This is an optimization exercise on Yosys and OpenROAD, whose aim is small area, a short achievable clock period and few clock cycles per item, not a production implementation.
At most, simulation tests tie the RTL to the original design; equivalence was not proved.

==> inputs of run a <==
## pwm_timing_param_calc
module pwm_timing_param_calc #(
   parameter int PERIOD_BITS  = 16,
   parameter int MAX_DIV_CODE = 7
) (
   input  logic        clock,
   input  logic        reset,
   input  logic        req_start,
   output logic        busy,
   input  logic [6:0]  req_percent,
   output logic        rsp_valid,
   output logic [2:0]  rsp_div_code,
   output logic [7:0]  rsp_prescale_code,
   output logic [15:0] rsp_period_code,
   output logic [15:0] rsp_duty_code,
   output logic        rsp_duty_zero,
   output logic [1:0]  rsp_status,
   input  logic        csr_valid,
   output logic        csr_ready,
   input  logic [0:0]  csr_index,
   input  logic [31:0] csr_wdata
);
   localparam logic [30:0] G1 = 31'd1000000000;
   localparam logic [34:0] FIT_LIMIT = 35'd16776960;    
   localparam logic [7:0]  PCT100 = 8'd100;
   localparam logic [3:0] CF_DONE  = 4'd0;
   localparam logic [3:0] CF_CLK   = 4'd1;    
   localparam logic [3:0] CF_CLKR  = 4'd2;    
  ...
clock: 8.0 ns
lec_check: 0
cap_margin: 20
core_margin: 2
core_utilization: 40
setup_slack_margin: 3.0
slew_margin: 20
run.sh (not shown) runs the stock make flow with config.mk's settings and CLKGATE_MAP_FILE= SYNTH_SCRIPT=/design/flow/synth_recipe.tcl, a recipe that flattens the netlist after the stock synthesis.
==> inputs of run b, as changes to run a <==
--- a/flow/design.v
+++ b/flow/design.v
@@ -31,15 +31,14 @@
    localparam logic [3:0] CF_CYC   = 4'd6;    
    localparam logic [3:0] CF_CYF   = 4'd7;    
    localparam logic [3:0] CF_FIT   = 4'd8;    
    localparam logic [3:0] CF_PRE   = 4'd9;    
    localparam logic [3:0] CF_DP3   = 4'd10;   
    localparam logic [3:0] CF_WAIT  = 4'd11;   
    localparam logic [3:0] CF_PDEC  = 4'd12;   
-   localparam logic [3:0] CF_CYS   = 4'd13;   
    localparam logic [1:0] A_EMPTY = 2'd0;
    localparam logic [1:0] A_WAIT  = 2'd1;    
    localparam logic [1:0] A_RUN   = 2'd2;
    localparam logic [1:0] A_DONE  = 2'd3;
    logic [31:0] per_r;
    logic [2:0]  kq;          
    logic [30:0] kr;          
@@ -76,18 +75,14 @@
    logic        c_prd;       
    logic        c_bad;
    logic        c_first;
    logic        c_sat;
    logic [2:0]  c_cnt;
    logic [18:0] c_r;
    logic [15:0] c_yq;
-   logic        s_v;
-   logic        s_bad;
-   logic        s_inc;       
-   logic [34:0] s_y;
    logic        o_valid;
    logic        o_bad;
    logic [15:0] o_duty;
    logic        o_zero;
    logic        busy_r;
    logic        ready_r;
    logic        m_clk, m_cq, m_cyc, a_step;
@@ -171,21 +166,22 @@
    assign qc   = {((q1 & q2) | (q1 & q3) | (q2 & q3)), 1'b0};
    assign ys_n = qs ^ qc ^ {30'd0, ysm};
    assign yc_n = {((qs & qc) | (qs & {30'd0, ysm}) | (qc & {30'd0, ysm})), 1'b0};
    assign x_bin  = xs + xc;
    assign x_ge   = (x_bin[30:0] >= G1);
    assign ps     = ys ^ yc ^ {32'd0, a_d};
    assign pc     = {((ys & yc) | (ys & {32'd0, a_d}) | (yc & {32'd0, a_d})), 1'b0};
+   logic [34:0] yp, yp_all;
    assign y_res0 = ps + pc;
-   logic [34:0] s_ones;
+   assign yp     = ps ^ pc;
    always_comb begin
-      s_ones[0] = 1'b1;
-      for (int i = 1; i < 35; i++) s_ones[i] = s_ones[i-1] & s_y[i-1];
+      yp_all[0] = 1'b1;
+      for (int i = 1; i < 35; i++) yp_all[i] = yp_all[i-1] & yp[i-1];
    end
-   assign y_fin  = s_y ^ (s_ones & {35{s_inc}});
+   assign y_fin  = y_res0 ^ (yp_all & {35{x_ge}});
    logic [4:0] cq_start;
    logic [6:0] cq_top;
    logic       cq_pn;
    always_comb begin
       if (per_r[31:8] == '0)       begin cq_start = 5'd1;  cq_top = per_r[7:1];   cq_pn = per_r[0];  end
       else if (per_r[31:12] == '0) begin cq_start = 5'd5;  cq_top = per_r[11:5];  cq_pn = per_r[4];  end
       else if (per_r[31:16] == '0) begin cq_start = 5'd9;  cq_top = per_r[15:9];  cq_pn = per_r[8];  end
@@ -216,64 +212,56 @@
       else if (!df2[19]) begin qd = 2'd2; q4_n = df2[18:0]; end
       else if (!df1[19]) begin qd = 2'd1; q4_n = df1[18:0]; end
       else               begin qd = 2'd0; q4_n = q4;        end
    end
    assign yq_n   = {c_yq[13:0], qd};
    assign sat_n  = c_sat || (c_first && (c_r >= {2'b0, dp}));
    assign c_last = c_busy && (c_cnt == 3'd0);
-   logic       a_to_s, s_to_c, acc_item, acc_write, prd_go;
-   logic       s_v_n;
+   logic       a_to_c, acc_item, acc_write, prd_go;
    logic [1:0] a_st_n;
    logic       c_busy_n;
    logic [2:0] c_cnt_n;
    logic       cfg_ok_n;
    assign busy      = busy_r;
    assign csr_ready = ready_r;
    assign acc_item  = !reset && req_start && !busy_r;
    assign acc_write = !reset && csr_valid && ready_r;
-   assign s_to_c    = s_v && (!c_busy || c_last) && cfg_ok;
-   assign a_to_s    = (a_st == A_DONE) && (!s_v || s_to_c);
+   assign a_to_c    = (a_st == A_DONE) && (!c_busy || c_last) && cfg_ok;
    assign prd_go    = (cf_st == CF_DP3);
    always_comb begin
       a_st_n = a_st;
       case (a_st)
          A_WAIT:  if (cfg_a_ok) a_st_n = A_RUN;
          A_RUN:   if (cnt == 5'd0) a_st_n = A_DONE;
-         A_DONE:  if (a_to_s) a_st_n = A_EMPTY;
+         A_DONE:  if (a_to_c) a_st_n = A_EMPTY;
          default: ;
       endcase
       if (acc_item) a_st_n = cfg_a_ok ? A_RUN : A_WAIT;
       if (reset) a_st_n = A_EMPTY;
       c_busy_n = c_busy;
       c_cnt_n  = c_cnt - 3'd1;
       if (c_last) c_busy_n = 1'b0;
-      if (s_to_c || prd_go) begin
+      if (a_to_c || prd_go) begin
          c_busy_n = 1'b1;
          c_cnt_n  = 3'd7;
       end
       if (acc_write && (c_prd || prd_go)) c_busy_n = 1'b0;
       if (reset) c_busy_n = 1'b0;
-      s_v_n = s_v;
-      if (s_to_c) s_v_n = 1'b0;
-      if (a_to_s) s_v_n = 1'b1;
-      if (reset) s_v_n = 1'b0;
       cfg_ok_n = cfg_ok;
       if (cf_st == CF_PDEC) cfg_ok_n = 1'b1;
       if (acc_write || reset) cfg_ok_n = 1'b0;
    end
    always_ff @(posedge clock) begin
       a_st    <= a_st_n;
       c_busy  <= c_busy_n;
       c_cnt   <= c_cnt_n;
       cfg_ok  <= cfg_ok_n;
-      s_v     <= s_v_n;
       busy_r  <= !((a_st_n == A_EMPTY) ||
-                   ((a_st_n == A_DONE) &&
-                    (!s_v_n || ((!c_busy_n || c_cnt_n == 3'd0) && cfg_ok_n))));
-      ready_r <= (a_st_n == A_EMPTY) && !s_v_n;
+                   ((a_st_n == A_DONE) && (!c_busy_n || c_cnt_n == 3'd0) && cfg_ok_n));
+      ready_r <= (a_st_n == A_EMPTY);
       if (reset) begin
          per_r    <= 32'd50000;
          kq       <= 3'd0;
          kr       <= 31'd200000000;
          k_raw    <= 1'b0;
          cfg_a_ok <= 1'b0;
          cf_st    <= CF_CLK;
@@ -354,22 +342,17 @@
                cnt   <= 5'd6;
                cf_st <= CF_CYC;
             end
             CF_CYC: begin
                if (cnt == 5'd0) cf_st <= CF_CYF;
             end
             CF_CYF: begin
-               s_y      <= y_res0;
-               s_inc    <= x_ge;
-               cfg_a_ok <= 1'b1;
-               cf_st    <= CF_CYS;
-            end
-            CF_CYS: begin
                {c_r, c_yq} <= y_fin >> 1;
                divc     <= 3'd0;
+               cfg_a_ok <= 1'b1;
                cf_st    <= CF_FIT;
             end
             CF_FIT: begin
                if (scaled <= FIT_LIMIT || divc == 3'd7) begin
                   nofit <= (scaled > FIT_LIMIT);
                   szero <= (scaled == 35'd0);
                   cf_st <= CF_PRE;
@@ -449,22 +432,17 @@
             if (c_last && !c_prd) begin
                o_valid <= 1'b1;
                o_bad   <= c_bad;
                o_duty  <= c_bad ? 16'd0 : (sat_n ? 16'hffff : yq_n);
                o_zero  <= !c_bad && !sat_n && (yq_n == 16'd0);
             end
          end
-         if (a_to_s) begin
-            s_bad <= a_bad;
-            s_inc <= x_ge;
-            s_y   <= y_res0;
-         end
-         if (s_to_c) begin
+         if (a_to_c) begin
             c_prd   <= 1'b0;
-            c_bad   <= s_bad;
+            c_bad   <= a_bad;
             c_first <= 1'b1;
             c_sat   <= 1'b0;
             c_r     <= y_fin[34:16];
             c_yq    <= y_fin[15:0];
          end
          if (prd_go) begin
             c_prd   <= 1'b1;
==> inputs of run c, as changes to run a <==
--- a/flow/design.v
+++ b/flow/design.v
@@ -32,26 +32,28 @@
    localparam logic [3:0] CF_CYF   = 4'd7;    
    localparam logic [3:0] CF_FIT   = 4'd8;    
    localparam logic [3:0] CF_PRE   = 4'd9;    
    localparam logic [3:0] CF_DP3   = 4'd10;   
    localparam logic [3:0] CF_WAIT  = 4'd11;   
    localparam logic [3:0] CF_PDEC  = 4'd12;   
    localparam logic [3:0] CF_CYS   = 4'd13;   
+   localparam logic [3:0] CF_CQS   = 4'd14;   
    localparam logic [1:0] A_EMPTY = 2'd0;
    localparam logic [1:0] A_WAIT  = 2'd1;    
    localparam logic [1:0] A_RUN   = 2'd2;
    localparam logic [1:0] A_DONE  = 2'd3;
    logic [31:0] per_r;
    logic [2:0]  kq;          
    logic [30:0] kr;          
    logic        k_raw;
    logic [27:0] cqq;
    logic [30:0] cqr;
    logic [6:0]  rr;
    logic [2:0]  divc;
+   logic [2:0]  divc_o;      
    logic [7:0]  prem1;
    logic [16:0] dp;          
    logic [18:0] dp3;         
    logic [15:0] period;
    logic        psat;
    logic        st2;
    logic        nofit;
@@ -65,28 +67,27 @@
    logic [4:0]  cnt;
    logic        a_p;         
    logic        a_pn;        
    logic [6:0]  a_t;         
    logic [1:0]  a_u;         
    logic [5:0]  a_e34;       
    logic [2:0]  a_d;         
-   logic        raw0;        
    logic [32:0] xs, xc;
    logic [34:0] ys, yc;
    logic        c_busy;
    logic        c_prd;       
    logic        c_bad;
    logic        c_first;
    logic        c_sat;
    logic [2:0]  c_cnt;
    logic [18:0] c_r;
    logic [15:0] c_yq;
    logic        s_v;
    logic        s_bad;
-   logic        s_inc;       
+   logic [3:0]  s_d;         
    logic [34:0] s_y;
    logic        o_valid;
    logic        o_bad;
    logic [15:0] o_duty;
    logic        o_zero;
    logic        busy_r;
    logic        ready_r;
@@ -99,15 +100,15 @@
    logic [5:0]  e34_n;
    logic [32:0] r1, r2, r3, r4;
    logic [32:0] s1, c1, s2, c2, ndg, xs_n, xc_n;
    logic [5:0]  est;
    logic [2:0]  d;
    logic [34:0] q1, q2, q3, qs, qc, ys_n, yc_n;
    logic [4:0]  ysm;
-   logic [34:0] ps, pc;
+   logic [3:0]  s_dn;
    logic [32:0] x_bin;
    logic        x_ge;
    logic [34:0] y_res0, y_fin;
    assign m_clk  = (cf_st == CF_CLKR);
    assign m_cq   = (cf_st == CF_CQ);
    assign m_cyc  = (cf_st == CF_CYC);
    assign a_step = m_clk || m_cq || m_cyc || (a_st == A_RUN);
@@ -119,45 +120,63 @@
       else if (ta >= 9'd100) begin ua = 2'd1; ta_n = 7'(ta - 9'd100); end
       else                   begin ua = 2'd0; ta_n = ta[6:0];         end
       if (tb >= 8'd100)      begin ub = 2'd1; tb_n = 7'(tb - 8'd100); end
       else                   begin ub = 2'd0; tb_n = tb[6:0];         end
       if (p_next) begin u_n = ua; t_n = ta_n; end
       else        begin u_n = ub; t_n = tb_n; end
    end
-   assign e34_n = (p_next ? {2'b0, cqr[30:27]} : 6'd0)
-                + ((u_n == 2'd2) ? {1'b0, kr[30:26]} : (u_n == 2'd1) ? {2'b0, kr[30:27]} : 6'd0);
-   assign r1 = {xs[31:0], m_clk & raw0};
+   logic [5:0] e_c1, e_c2;
+   assign e_c1 = {2'b0, cqr[30:27]} + {2'b0, kr[30:27]};
+   assign e_c2 = {2'b0, cqr[30:27]} + {1'b0, kr[30:26]};
+   always_comb begin
+      case ({p_next, u_n})
+         3'b001:  e34_n = {2'b0, kr[30:27]};
+         3'b010:  e34_n = {1'b0, kr[30:26]};
+         3'b100:  e34_n = {2'b0, cqr[30:27]};
+         3'b101:  e34_n = e_c1;
+         3'b110:  e34_n = e_c2;
+         default: e34_n = 6'd0;
+      endcase
+   end
+   assign r1 = {xs[31:0], 1'b0};
    assign r2 = {xc[31:0], 1'b0};
    assign r3 = a_p ? {2'b0, cqr} : 33'd0;
    always_comb begin
       case (a_u)
-         2'd1:    r4 = {2'b0, kr};
+         2'd1:    r4 = {1'b0, m_clk & kq[0], kr};    
          2'd2:    r4 = {1'b0, kr, 1'b0};
          default: r4 = 33'd0;
       endcase
    end
-   assign est = r1[32:27] + r2[32:27] + a_e34;
+   logic [5:0] ea, eb, es, ek;
+   logic [5:3] ep, eg;
+   logic       g1, p1, g2, p2, ci3, ci4, ci5;
+   assign ea  = r1[32:27];
+   assign eb  = r2[32:27];
+   assign es  = ea ^ eb ^ a_e34;
+   assign ek  = (ea & eb) | (ea & a_e34) | (eb & a_e34);
+   assign g1  = es[1] & ek[0];
+   assign p1  = es[1] ^ ek[0];
+   assign g2  = es[2] & ek[1];
+   assign p2  = es[2] ^ ek[1];
+   assign ci3 = g2 | (p2 & g1);
+   assign ep  = es[5:3] ^ ek[4:2];
+   assign eg  = es[5:3] & ek[4:2];
+   assign ci4 = eg[3] | (ep[3] & ci3);
+   assign ci5 = eg[4] | (ep[4] & eg[3]) | (ep[4] & ep[3] & ci3);
+   assign est = {ep[5] ^ ci5, ep[4] ^ ci4, ep[3] ^ ci3, 3'b0};
+   assign d   = (est[5:3] == 3'd7) ? 3'd0 : est[5:3];
    always_comb begin
-      if (est >= 6'd61)      d = 3'd0;    
-      else if (est >= 6'd53) d = 3'd7;
-      else if (est >= 6'd45) d = 3'd6;
-      else if (est >= 6'd38) d = 3'd5;
-      else if (est >= 6'd30) d = 3'd4;
-      else if (est >= 6'd23) d = 3'd3;
-      else if (est >= 6'd15) d = 3'd2;
-      else if (est >= 6'd8)  d = 3'd1;
-      else                   d = 3'd0;
-      case (d)
+      case (est[5:3])
          3'd1:    ndg = 33'h1c4653600;
          3'd2:    ndg = 33'h188ca6c00;
          3'd3:    ndg = 33'h14d2fa200;
          3'd4:    ndg = 33'h11194d800;
          3'd5:    ndg = 33'h0d5fa0e00;
          3'd6:    ndg = 33'h09a5f4400;
-         3'd7:    ndg = 33'h05ec47a00;
          default: ndg = 33'h000000000;
       endcase
    end
    assign s1   = r1 ^ r2 ^ r3;
    assign c1   = {((r1 & r2) | (r1 & r3) | (r2 & r3)), 1'b0};
    assign s2   = s1 ^ c1 ^ r4;
    assign c2   = {((s1 & c1) | (s1 & r4) | (c1 & r4)), 1'b0};
@@ -167,25 +186,22 @@
    assign q1   = {ys[33:0], 1'b0};
    assign q2   = {yc[33:0], 1'b0};
    assign q3   = a_p ? {7'b0, cqq} : 35'd0;
    assign qs   = q1 ^ q2 ^ q3;
    assign qc   = {((q1 & q2) | (q1 & q3) | (q2 & q3)), 1'b0};
    assign ys_n = qs ^ qc ^ {30'd0, ysm};
    assign yc_n = {((qs & qc) | (qs & {30'd0, ysm}) | (qc & {30'd0, ysm})), 1'b0};
+   logic [32:0] x_red, x_sel;
    assign x_bin  = xs + xc;
-   assign x_ge   = (x_bin[30:0] >= G1);
-   assign ps     = ys ^ yc ^ {32'd0, a_d};
-   assign pc     = {((ys & yc) | (ys & {32'd0, a_d}) | (yc & {32'd0, a_d})), 1'b0};
-   assign y_res0 = ps + pc;
-   logic [34:0] s_ones;
-   always_comb begin
-      s_ones[0] = 1'b1;
-      for (int i = 1; i < 35; i++) s_ones[i] = s_ones[i-1] & s_y[i-1];
-   end
-   assign y_fin  = s_y ^ (s_ones & {35{s_inc}});
+   assign x_red  = xs + xc + 33'h1c4653600;            
+   assign x_ge   = !x_red[32];
+   assign x_sel  = x_ge ? x_red : x_bin;                 
+   assign y_res0 = ys + yc;
+   assign s_dn   = {1'b0, a_d} + {3'b0, x_ge};           
+   assign y_fin  = s_y + {31'd0, s_d};
    logic [4:0] cq_start;
    logic [6:0] cq_top;
    logic       cq_pn;
    always_comb begin
       if (per_r[31:8] == '0)       begin cq_start = 5'd1;  cq_top = per_r[7:1];   cq_pn = per_r[0];  end
       else if (per_r[31:12] == '0) begin cq_start = 5'd5;  cq_top = per_r[11:5];  cq_pn = per_r[4];  end
       else if (per_r[31:16] == '0) begin cq_start = 5'd9;  cq_top = per_r[15:9];  cq_pn = per_r[8];  end
@@ -207,20 +223,19 @@
    logic [15:0] yq_n;
    logic        sat_n;
    logic        c_last;
    assign q4  = {c_r[16:0], c_yq[15:14]};
    assign df1 = {1'b0, q4} - {3'b0, dp};
    assign df2 = {1'b0, q4} - {2'b0, dp, 1'b0};
    assign df3 = {1'b0, q4} - {1'b0, dp3};
-   always_comb begin
-      if (!df3[19])      begin qd = 2'd3; q4_n = df3[18:0]; end
-      else if (!df2[19]) begin qd = 2'd2; q4_n = df2[18:0]; end
-      else if (!df1[19]) begin qd = 2'd1; q4_n = df1[18:0]; end
-      else               begin qd = 2'd0; q4_n = q4;        end
-   end
+   logic [18:0] q4_lo, q4_hi;
+   assign q4_lo = df1[19] ? q4 : df1[18:0];
+   assign q4_hi = df3[19] ? df2[18:0] : df3[18:0];
+   assign q4_n  = df2[19] ? q4_lo : q4_hi;
+   assign qd    = {!df2[19], df2[19] ? !df1[19] : !df3[19]};
    assign yq_n   = {c_yq[13:0], qd};
    assign sat_n  = c_sat || (c_first && (c_r >= {2'b0, dp}));
    assign c_last = c_busy && (c_cnt == 3'd0);
    logic       a_to_s, s_to_c, acc_item, acc_write, prd_go;
    logic       s_v_n;
    logic [1:0] a_st_n;
    logic       c_busy_n;
@@ -292,32 +307,31 @@
             ys    <= ys_n;
             yc    <= yc_n;
             cnt   <= cnt - 5'd1;
          end
          case (cf_st)
             CF_CLK, CF_CLKS: begin
                if (cf_st == CF_CLK && k_raw) begin
-                  xs    <= {2'b0, kq[0], kr[30:1]};
+                  xs    <= '0;
                   xc    <= '0;
-                  raw0  <= kr[0];
                   a_p   <= 1'b0;
-                  a_u   <= 2'd0;
-                  a_e34 <= 6'd0;
+                  a_u   <= 2'd1;
+                  a_e34 <= {1'b0, kq[0], kr[30:27]};
                   a_d   <= '0;
                   cf_st <= CF_CLKR;
                end else begin
                   if (cf_st == CF_CLKS) begin
-                     kq    <= a_d;
-                     kr    <= x_bin[30:0];
+                     kq    <= s_dn[2:0];
+                     kr    <= x_sel[30:0];
                      k_raw <= 1'b0;
                   end
                   if (cq_top >= 7'd100) begin
                      a_u   <= 2'd1;
                      a_t   <= cq_top - 7'd100;
-                     a_e34 <= {2'b0, (cf_st == CF_CLKS) ? x_bin[30:27] : kr[30:27]};
+                     a_e34 <= {2'b0, (cf_st == CF_CLKS) ? x_sel[30:27] : kr[30:27]};
                   end else begin
                      a_u   <= 2'd0;
                      a_t   <= cq_top;
                      a_e34 <= 6'd0;
                   end
                   a_pn  <= cq_pn;
                   a_p   <= 1'b0;
@@ -336,34 +350,39 @@
             CF_CQ: begin
                if (cnt == 5'd0) begin
                   rr    <= a_t;
                   cf_st <= CF_CQF;
                end
             end
             CF_CQF: begin
-               cqr   <= x_bin[30:0];
-               cqq   <= y_res0[27:0];
+               cqr   <= x_sel[30:0];
+               s_y   <= y_res0;
+               s_d   <= s_dn;
+               cf_st <= CF_CQS;
+            end
+            CF_CQS: begin
+               cqq   <= y_fin[27:0];
                a_t   <= rr;
                a_u   <= 2'd0;
                a_p   <= 1'b1;
-               a_e34 <= {2'b0, x_bin[30:27]};
+               a_e34 <= {2'b0, cqr[30:27]};
                a_d   <= '0;
                xs    <= '0;
                xc    <= '0;
                ys    <= '0;
                yc    <= '0;
                cnt   <= 5'd6;
                cf_st <= CF_CYC;
             end
             CF_CYC: begin
                if (cnt == 5'd0) cf_st <= CF_CYF;
             end
             CF_CYF: begin
                s_y      <= y_res0;
-               s_inc    <= x_ge;
+               s_d      <= s_dn;
                cfg_a_ok <= 1'b1;
                cf_st    <= CF_CYS;
             end
             CF_CYS: begin
                {c_r, c_yq} <= y_fin >> 1;
                divc     <= 3'd0;
                cf_st    <= CF_FIT;
@@ -375,14 +394,15 @@
                   cf_st <= CF_PRE;
                end else begin
                   {c_r, c_yq} <= scaled >> 1;
                   divc <= divc + 3'd1;
                end
             end
             CF_PRE: begin
+               divc_o <= divc;
                if (nofit) begin
                   prem1 <= 8'd255;
                   dp    <= 17'd256;
                end else if (szero) begin
                   prem1 <= 8'd0;
                   dp    <= 17'd1;
                end else begin
@@ -451,15 +471,15 @@
                o_bad   <= c_bad;
                o_duty  <= c_bad ? 16'd0 : (sat_n ? 16'hffff : yq_n);
                o_zero  <= !c_bad && !sat_n && (yq_n == 16'd0);
             end
          end
          if (a_to_s) begin
             s_bad <= a_bad;
-            s_inc <= x_ge;
+            s_d   <= s_dn;
             s_y   <= y_res0;
          end
          if (s_to_c) begin
             c_prd   <= 1'b0;
             c_bad   <= s_bad;
             c_first <= 1'b1;
             c_sat   <= 1'b0;
@@ -481,14 +501,14 @@
             end
             cfg_a_ok <= 1'b0;
             cf_st    <= CF_CLK;
          end
       end
    end
    assign rsp_valid         = o_valid;
-   assign rsp_div_code      = o_bad ? 3'd0 : divc;
+   assign rsp_div_code      = o_bad ? 3'd0 : divc_o;
    assign rsp_prescale_code = o_bad ? 8'd0 : prem1;
    assign rsp_period_code   = o_bad ? 16'd0 : period;
    assign rsp_duty_code     = o_duty;
    assign rsp_duty_zero     = o_zero;
    assign rsp_status        = o_bad ? 2'd1 : (st2 ? 2'd2 : 2'd0);
 endmodule
==> flow/config.mk (replaced) <==
export PLATFORM = sky130hd
export DESIGN_NAME = pwm_timing_param_calc
export DESIGN_NICKNAME = pwm_timing_param_calc
export VERILOG_FILES = /design/flow/design.v
export SDC_FILE = /design/flow/constraint.sdc
export NUM_CORES = 4
export LEC_CHECK = 0
export CAP_MARGIN = 20
export CORE_MARGIN = 2
export CORE_UTILIZATION = 60
export PLACE_DENSITY = 0.72
export SETUP_SLACK_MARGIN = 3.0
export SLEW_MARGIN = 20
==> inputs of run d, as changes to run a <==
==> flow/config.mk (replaced) <==
export PLATFORM = sky130hd
export DESIGN_NAME = pwm_timing_param_calc
export DESIGN_NICKNAME = pwm_timing_param_calc
export VERILOG_FILES = /design/flow/design.v
export SDC_FILE = /design/flow/constraint.sdc
export NUM_CORES = 4
export LEC_CHECK = 0
export CAP_MARGIN = 20
export CORE_MARGIN = 2
export CORE_UTILIZATION = 60
export PLACE_DENSITY = 0.72
export SETUP_SLACK_MARGIN = 3.0
export SLEW_MARGIN = 20
==> results.toml <==
[drt]
wl_met1_mm = 48.20

[floorplan]
tap_cells = 1186
num_rows = 111

[logic_synthesis]
synth_edf_count = 395
synth_seq_area_share_pct = 36.66
yosys-top-cells-count = "574 x nand2_1, 395 x edfxtp_1, 376 x nor2_1, 344 x a21oi_1, 274 x inv_1"
synth.distinct_cells = 91
avgSynthCellArea_um2 = 9.116

[sta]
setup_slack_ns = 3.192

[finish]
layout.nets = 4500
stdcell_count = 5289

[worst_setup_path]
regToRegStartpoint = "a_e34[1]$_DFFE_PN_"
crit_path_end = "xs[18]$_DFFE_PN_"
arrival_ns = 5.33

[place]
gp_congestion = 0.9060

[outcome]
status = "finished clean"
That was run a.
==> results.toml <==
[outcome]
status = "finished clean"

[logic_synthesis]
yosys-top-cells-count = "573 x nand2_1, 402 x edfxtp_1, 372 x a21oi_1, 296 x inv_1, 295 x nor2_1"
synth_seq_area_share_pct = 35.90
avgSynthCellArea_um2 = 9.148
synth.distinct_cells = 101
syn_inst = 4182
synth_edf_count = 402

[finish]
stdcell_count = 5079
layout.nets = 4618

[drt]
met3_length_mm = 7.540
wl_met1_mm = 46.24

[place]
gp_congestion = 0.9714

[worst_setup_path]
cpMostUsedCell = "ha_1"
regToRegStartpoint = "xs[0]$_DFFE_PN_"
arrival_ns = 5.18
crit_path_end = "a_e34[2]$_DFFE_PN_"

[hold_path]
hold_path.class = "reg2reg"

[floorplan]
tap_cells = 846
num_rows = 92
That was run c.
==> results.toml <==
[place]
gp_congestion = 0.9373

[finish]
n_fill_cell = 8804
nFlopsAndLatches = 440
stdcell_count = 5351
layout.nets = 4572

[logic_synthesis]
yosys-top-cells-count = "609 x nand2_1, 358 x edfxtp_1, 329 x a21oi_1, 324 x nor2_1, 281 x inv_1"
avgSynthCellArea_um2 = 8.893
synth_seq_area_share_pct = 33.89

[outcome]
status = "finished clean"

[sta]
setup_slack_ns = 3.080
holdWs_ns = 0.4000

[floorplan]
tap_cells = 1176
num_rows = 110

[worst_setup_path]
arrival_ns = 5.39
crit_path_end = "xs[18]$_DFFE_PN_"

[drt]
wl_met1_mm = 51.89

[cts]
post-cts-setup-buffers = 1
That was run b.
==> results.toml <==
[outcome]
status = "finished clean"

[worst_setup_path]
arrival_ns = 5.24
regToRegStartpoint = "xs[27]$_DFFE_PN_"
crit_path_end = "xs[28]$_DFFE_PN_"

[floorplan]
num_rows = 90
tap_cells = 782

[logic_synthesis]
synth_seq_area_share_pct = 36.66
synth.distinct_cells = 91
yosys-top-cells-count = "574 x nand2_1, 395 x edfxtp_1, 376 x nor2_1, 344 x a21oi_1, 274 x inv_1"
synth_edf_count = 395
avgSynthCellArea_um2 = 9.116

[place]
gp_congestion = 0.9334

[sta]
setup_slack_ns = 3.222

[finish]
layout.nets = 4491

[drt]
wl_met1_mm = 46.25
That was run d.
Testbench counts of run a, summed over its fixed seeds: cycles 23,656, items 2,400.
Testbench counts of run d, summed over its fixed seeds: cycles 23,656, items 2,400.
Function not checked in run b and run c: the RTL went through the layout flow alone.

-- static timing again, ports no longer ideal --
No port has a modelled driver above. Below, the same layouts with a new extraction and two added sets of constraints.
Step 1 (the two cells are an assumption about what drives the block):
set clk [get_ports {clock}]
set_driving_cell -lib_cell sky130_fd_sc_hd__clkbuf_16 $clk
set_driving_cell -lib_cell sky130_fd_sc_hd__buf_2 [delete_from_list [all_inputs] $clk]
Step 2 adds t to the input delays and takes it off the output delays; t is the mean of the earliest and latest rising clock arrival at the registers after step 1. Input paths then give back, and output paths get back, about the clock's delay inside the block.
Slacks: ideal / step 1 / step 2; pairs: ideal / step 1.
run	t (ns)	setup slack, ns	pins driven straight from the clock port
run a	0.725	3.192 / 3.192 / 2.882	1
run b	0.708	3.080 / 3.080 / 2.750	1
run c	0.697	3.214 / 3.214 / 3.214	1
run d	0.689	3.222 / 3.222 / 2.868	1
After both steps every run listed still meets setup and hold. The setup slack of run d, which loses most, moves by 0.000 ns with the drivers and by -0.354 ns with both steps.
